This design comes from an exercise in tuning for small area on the open sky130 flow, not from production work. Where RTL was checked, it was by simulation tests only, not by an equivalence proof against the original.

==> inputs of v11 <==
==> flow/design.v <==
module ibf_cfg_loader #(
    parameter  int N_NUM       = 32,
    parameter  int DATA_WIDTH  = 4096,
    parameter  int WR_WIDTH    = 32,
    localparam int CFG_BIT_NUM = $clog2(N_NUM),
    localparam int MUX_NUM     = DATA_WIDTH / N_NUM,
    localparam int CFG_WIDTH   = CFG_BIT_NUM * MUX_NUM
) (
    input  logic                 clk,
    input  logic                 rst_n,
    input  logic                 cfg_wr_valid,
    output logic                 cfg_wr_ready,
    input  logic [WR_WIDTH-1:0]  cfg_wr_data,
    input  logic                 cfg_wr_last,
    input  logic                 commit_req,
    output logic [CFG_WIDTH-1:0] cfg_out,
    output logic                 cfg_pending,
    output logic                 cfg_applied,
    output logic                 cfg_err
);
    localparam int              BEATS    = (CFG_WIDTH + WR_WIDTH - 1) / WR_WIDTH;
    localparam int              CNT_W    = $clog2(BEATS + 1);
    localparam logic [CNT_W-1:0] LAST_CNT = CNT_W'(BEATS - 1);
    typedef enum logic [1:0] {
        IDLE = 2'd0,
        LOAD = 2'd1,
        FULL = 2'd2
    } state_t;
    state_t               state_q,   state_d;
    logic [CNT_W-1:0]     cnt_q,     cnt_d;
    logic [CFG_WIDTH-1:0] shadow_q,  shadow_d;
    logic [CFG_WIDTH-1:0] cfg_out_q, cfg_out_d;
    logic                 applied_q, applied_d;
    logic                 err_q,     err_d;
    logic                 xfer;
    logic [CNT_W-1:0]     beat_idx;
    assign cfg_wr_ready = (state_q != FULL);
    assign cfg_pending  = (state_q == FULL);
    assign cfg_out      = cfg_out_q;
    assign cfg_applied  = applied_q;
    assign cfg_err      = err_q;
    assign xfer     = cfg_wr_valid && cfg_wr_ready;
    assign beat_idx = (state_q == LOAD) ? cnt_q : '0;
    always_comb begin
        state_d   = state_q;
        cnt_d     = cnt_q;
        shadow_d  = shadow_q;
        cfg_out_d = cfg_out_q;
        applied_d = 1'b0;
        err_d     = 1'b0;
        if (xfer) begin
            for (int i = 0; i < CFG_WIDTH; i++) begin
                if ((i / WR_WIDTH) == int'(beat_idx)) begin
                    shadow_d[i] = cfg_wr_data[i % WR_WIDTH];
                end
            end
        end
        case (state_q)
            IDLE: begin
                if (xfer) begin
                    cnt_d = CNT_W'(1);
                    if (BEATS == 1) begin
                        if (cfg_wr_last) begin
                            state_d = FULL;
                        end else begin
                            err_d = 1'b1;
                            cnt_d = '0;
                        end
                    end else if (cfg_wr_last) begin
                        err_d = 1'b1;
                        cnt_d = '0;
                    end else begin
                        state_d = LOAD;
                    end
                end
            end
            LOAD: begin
                if (xfer) begin
                    if (cnt_q == LAST_CNT) begin
                        cnt_d = '0;
                        if (cfg_wr_last) begin
                            state_d = FULL;
                        end else begin
                            err_d   = 1'b1;
                            state_d = IDLE;
                        end
                    end else if (cfg_wr_last) begin
                        err_d   = 1'b1;
                        cnt_d   = '0;
                        state_d = IDLE;
                    end else begin
                        cnt_d = cnt_q + CNT_W'(1);
                    end
                end
            end
            FULL: begin
                if (commit_req) begin
                    cfg_out_d = shadow_q;
                    applied_d = 1'b1;
                    cnt_d     = '0;
                    state_d   = IDLE;
                end
            end
            default: begin
                state_d = IDLE;
                cnt_d   = '0;
            end
        endcase
    end
    always_ff @(posedge clk) begin
        if (!rst_n) begin
            state_q   <= IDLE;
            cnt_q     <= '0;
            shadow_q  <= '0;
            cfg_out_q <= '0;
            applied_q <= 1'b0;
            err_q     <= 1'b0;
        end else begin
            state_q   <= state_d;
            cnt_q     <= cnt_d;
            shadow_q  <= shadow_d;
            cfg_out_q <= cfg_out_d;
            applied_q <= applied_d;
            err_q     <= err_d;
        end
    end
endmodule
==> flow/run.sh <==
#!/bin/bash
# synth_recipe.tcl (not shown) runs the flow's synth.tcl, then flattens the netlist and writes it again
# the make line also repeats each setting of config.mk as NAME=value (left out here)
make -C /OpenROAD-flow-scripts/flow DESIGN_CONFIG=/design/flow/config.mk WORK_HOME=/design/flow/orfs CLKGATE_MAP_FILE= SYNTH_SCRIPT=/design/flow/synth_recipe.tcl finish
==> flow/config.mk <==
export PLATFORM = sky130hd
export DESIGN_NAME = ibf_cfg_loader
export DESIGN_NICKNAME = ibf_cfg_loader
export VERILOG_FILES = /design/flow/design.v
export SDC_FILE = /design/flow/constraint.sdc
export NUM_CORES = 4
export LEC_CHECK = 0
export CAP_MARGIN = 20
export CORE_MARGIN = 2
export CORE_UTILIZATION = 40
export SLEW_MARGIN = 20
==> flow/constraint.sdc <==
create_clock -name core_clock -period 5.0 [get_ports {clk}]
set_input_delay 1.0000 -clock core_clock [delete_from_list [all_inputs] [get_ports {clk}]]
set_output_delay 1.0000 -clock core_clock [all_outputs]
set_load 0.01 [all_outputs]
==> v13: changes against v11 <==
==> flow/design.v, changed modules only <==
module ibf_cfg_loader #(
    parameter  int N_NUM       = 32,
    parameter  int DATA_WIDTH  = 4096,
    parameter  int WR_WIDTH    = 32,
    localparam int CFG_BIT_NUM = $clog2(N_NUM),
    localparam int MUX_NUM     = DATA_WIDTH / N_NUM,
    localparam int CFG_WIDTH   = CFG_BIT_NUM * MUX_NUM
) (
    input  logic                 clk,
    input  logic                 rst_n,
    input  logic                 cfg_wr_valid,
    output logic                 cfg_wr_ready,
    input  logic [WR_WIDTH-1:0]  cfg_wr_data,
    input  logic                 cfg_wr_last,
    input  logic                 commit_req,
    output logic [CFG_WIDTH-1:0] cfg_out,
    output logic                 cfg_pending,
    output logic                 cfg_applied,
    output logic                 cfg_err
);
    localparam int               BEATS    = (CFG_WIDTH + WR_WIDTH - 1) / WR_WIDTH;
    localparam int               SH_W     = BEATS * WR_WIDTH;
    localparam int               CNT_W    = (BEATS > 1) ? $clog2(BEATS) : 1;
    localparam logic [CNT_W-1:0] LAST_CNT = CNT_W'(BEATS - 1);
    logic                 full_q;
    logic [CNT_W-1:0]     cnt_q;
    logic [SH_W-1:0]      shadow_q;
    logic [CFG_WIDTH-1:0] cfg_out_q;
    logic                 applied_q;
    logic                 err_q;
    logic xfer, last_beat, commit;
    assign cfg_wr_ready = ~full_q;
    assign cfg_pending  = full_q;
    assign cfg_out      = cfg_out_q;
    assign cfg_applied  = applied_q;
    assign cfg_err      = err_q;
    assign xfer      = cfg_wr_valid & ~full_q;
    assign last_beat = (cnt_q == LAST_CNT);
    assign commit    = full_q & commit_req;
    logic [SH_W-1:0]      sh_in, sh_d;
    logic [CFG_WIDTH-1:0] co_d;
    logic                 sh_ld, sh_keep, co_ld, co_keep;
    if (BEATS > 1) begin : g_shift
        assign sh_in = {cfg_wr_data, shadow_q[SH_W-1:WR_WIDTH]};
    end else begin : g_one
        assign sh_in = cfg_wr_data;
    end
    assign sh_ld   = xfer;
    assign sh_keep = ~xfer;
    assign co_ld   = rst_n & commit;    
    assign co_keep = rst_n & ~commit;
    for (genvar i = 0; i < SH_W; i++) begin : g_sh
        ibf_cfg_loader_hold u_hold (
            .ld (sh_ld), .din (sh_in[i]), .keep (sh_keep), .q (shadow_q[i]), .d (sh_d[i])
        );
    end
    for (genvar i = 0; i < CFG_WIDTH; i++) begin : g_co
        ibf_cfg_loader_hold u_hold (
            .ld (co_ld), .din (shadow_q[i]), .keep (co_keep), .q (cfg_out_q[i]), .d (co_d[i])
        );
    end
    always_ff @(posedge clk) shadow_q <= sh_d;
    always_ff @(posedge clk) cfg_out_q <= co_d;
    always_ff @(posedge clk) begin
        if (!rst_n) begin
            full_q    <= 1'b0;
            cnt_q     <= '0;
            applied_q <= 1'b0;
            err_q     <= 1'b0;
        end else begin
            applied_q <= commit;
            err_q     <= xfer & (cfg_wr_last ^ last_beat);
            if (commit) full_q <= 1'b0;
            else if (xfer & cfg_wr_last & last_beat) full_q <= 1'b1;
            if (xfer) begin
                if (cfg_wr_last | last_beat) cnt_q <= '0;
                else                         cnt_q <= cnt_q + CNT_W'(1);
            end
        end
    end
endmodule
module ibf_cfg_loader_hold (
    input  logic ld,
    input  logic din,
    input  logic keep,
    input  logic q,
    output logic d
);
    assign d = (ld & din) | (keep & q);
endmodule
Settings changed: SYNTH_HIERARCHICAL set to 1.
==> v2: changes against v11 <==
==> flow/design.v, changed modules only <==
module ibf_cfg_loader #(
    parameter  int N_NUM       = 32,
    parameter  int DATA_WIDTH  = 4096,
    parameter  int WR_WIDTH    = 32,
    localparam int CFG_BIT_NUM = $clog2(N_NUM),
    localparam int MUX_NUM     = DATA_WIDTH / N_NUM,
    localparam int CFG_WIDTH   = CFG_BIT_NUM * MUX_NUM
) (
    input  logic                 clk,
    input  logic                 rst_n,
    input  logic                 cfg_wr_valid,
    output logic                 cfg_wr_ready,
    input  logic [WR_WIDTH-1:0]  cfg_wr_data,
    input  logic                 cfg_wr_last,
    input  logic                 commit_req,
    output logic [CFG_WIDTH-1:0] cfg_out,
    output logic                 cfg_pending,
    output logic                 cfg_applied,
    output logic                 cfg_err
);
    localparam int               BEATS    = (CFG_WIDTH + WR_WIDTH - 1) / WR_WIDTH;
    localparam int               SH_W     = BEATS * WR_WIDTH;
    localparam int               CNT_W    = (BEATS > 1) ? $clog2(BEATS) : 1;
    localparam logic [CNT_W-1:0] LAST_CNT = CNT_W'(BEATS - 1);
    logic                 full_q;
    logic [CNT_W-1:0]     cnt_q;
    logic [SH_W-1:0]      shadow_q;
    logic [CFG_WIDTH-1:0] cfg_out_q;
    logic                 applied_q;
    logic                 err_q;
    logic xfer, last_beat, commit;
    assign cfg_wr_ready = ~full_q;
    assign cfg_pending  = full_q;
    assign cfg_out      = cfg_out_q;
    assign cfg_applied  = applied_q;
    assign cfg_err      = err_q;
    assign xfer      = cfg_wr_valid & ~full_q;
    assign last_beat = (cnt_q == LAST_CNT);
    assign commit    = full_q & commit_req;
    always_ff @(posedge clk) begin
        if (xfer) begin
            if (BEATS > 1) shadow_q <= {cfg_wr_data, shadow_q[SH_W-1:WR_WIDTH]};
            else           shadow_q <= cfg_wr_data;
        end
    end
    always_ff @(posedge clk) begin
        if (!rst_n)      cfg_out_q <= '0;
        else if (commit) cfg_out_q <= shadow_q[CFG_WIDTH-1:0];
    end
    always_ff @(posedge clk) begin
        if (!rst_n) begin
            full_q    <= 1'b0;
            cnt_q     <= '0;
            applied_q <= 1'b0;
            err_q     <= 1'b0;
        end else begin
            applied_q <= commit;
            err_q     <= xfer & (cfg_wr_last ^ last_beat);
            if (commit) full_q <= 1'b0;
            else if (xfer & cfg_wr_last & last_beat) full_q <= 1'b1;
            if (xfer) begin
                if (cfg_wr_last | last_beat) cnt_q <= '0;
                else                         cnt_q <= cnt_q + CNT_W'(1);
            end
        end
    end
endmodule
==> flow_summary.json <==
{
  "status": "finished clean",
  "nNetsFinal": 2854,
  "timing.hold.ws_ns": 0.423,
  "route.met2.wl_mm": 41.5,
  "period_minus_slack_ns": 2.78,
  "syn-num-nets": 2139,
  "min_to": "shadow_q[44]$_DFFE_PP_",
  "cts_buffers": 133,
  "die_h_um": 316,
  "synthAdderAreaFrac_pct": 0.0641,
  "fin_cells": 4200,
  "irDropWorstVdd_mv": 0.313,
  "fillers": 7695,
  "synth_area_leaders": "edfxtp_1 (49%), dfxtp_1 (33%), a22o_1 (14%), buf_6 (1.4%), buf_2 (1.0%)",
  "grt_pass1_vias": 21300,
  "seq_cell_count": 1288,
  "power.share.sequential_pct": 53.2
}
[end of results for v2]
==> flow_summary.json <==
{
  "timing.hold.ws_ns": 0.435,
  "die_h_um": 339,
  "irDropWorstVdd_mv": 0.265,
  "fillers": 10500,
  "route.met2.wl_mm": 72.1,
  "syn-num-nets": 5125,
  "period_minus_slack_ns": 3.68,
  "cts_root_buf": "clkbuf_16",
  "min_to": "cfg_out_q[537]$_SDFFE_PN0P_",
  "synthAdderAreaFrac_pct": 0.0558,
  "power.share.sequential_pct": 49.2,
  "synth_area_leaders": "dfxtp_1 (58%), nand2_1 (11%), a21boi_1 (7.9%), nand3_1 (6.8%), o21ai_0 (5.9%)",
  "cts_buffers": 136,
  "synth_top_family_by_area": "simple AND/OR/NAND/NOR gates",
  "status": "finished clean",
  "fin_cells": 7091,
  "grt_pass1_vias": 32700,
  "seq_cell_count": 1289
}
[end of results for v11]
==> flow_summary.json <==
{
  "status": "finished clean",
  "seq_cell_count": 1288,
  "min_to": "cfg_out_q[97]$_DFF_P_",
  "nNetsFinal": 3494,
  "fillers": 7546,
  "cts_buffers": 133,
  "synth_area_leaders": "dfxtp_1 (69%), a22o_1 (30%), ha_1 (0.067%), o21ai_0 (0.054%), and3_1 (0.050%)",
  "grt_pass1_vias": 25600,
  "die_h_um": 309,
  "irDropWorstVdd_mv": 0.341,
  "timing.hold.ws_ns": 0.469,
  "power.share.sequential_pct": 51.7,
  "period_minus_slack_ns": 2.93
}
[end of results for v13]
The RTL of v2 was laid out without a check of its function.

afterwards: timing with drivers on the ports:
How much do the figures lean on ideal ports? The routed layouts below were timed once more, with nothing changed but the port constraints. Step 1, drivers: a clkbuf_16 drives clk and a buf_2 each remaining input, both assumed. Step 2, shift: input delay + t, output delay - t, t = (earliest + latest rising clock arrival at the registers) / 2. This alone moves slack from input paths to output paths. Slacks: ideal / step 1 / step 2; pairs: ideal / step 1.
run	shift t [ns]	setup WS [ns]	latest minus earliest clock arrival (ns)	worst slew at a driven data input, ns	pins driven straight from the clock port
v11	0.790	1.318 / 1.249 / 1.254	0.029 / 0.029	0.09	1
v13	0.792	2.073 / 2.004 / 1.627	0.027 / 0.027	0.10	1
v2	0.768	2.225 / 2.162 / 1.770	0.034 / 0.034	0.05	1
After both steps setup and hold are still met in every run listed. The setup slack of v2, which loses most, moves by -0.063 ns with the drivers and by -0.455 ns with both steps.
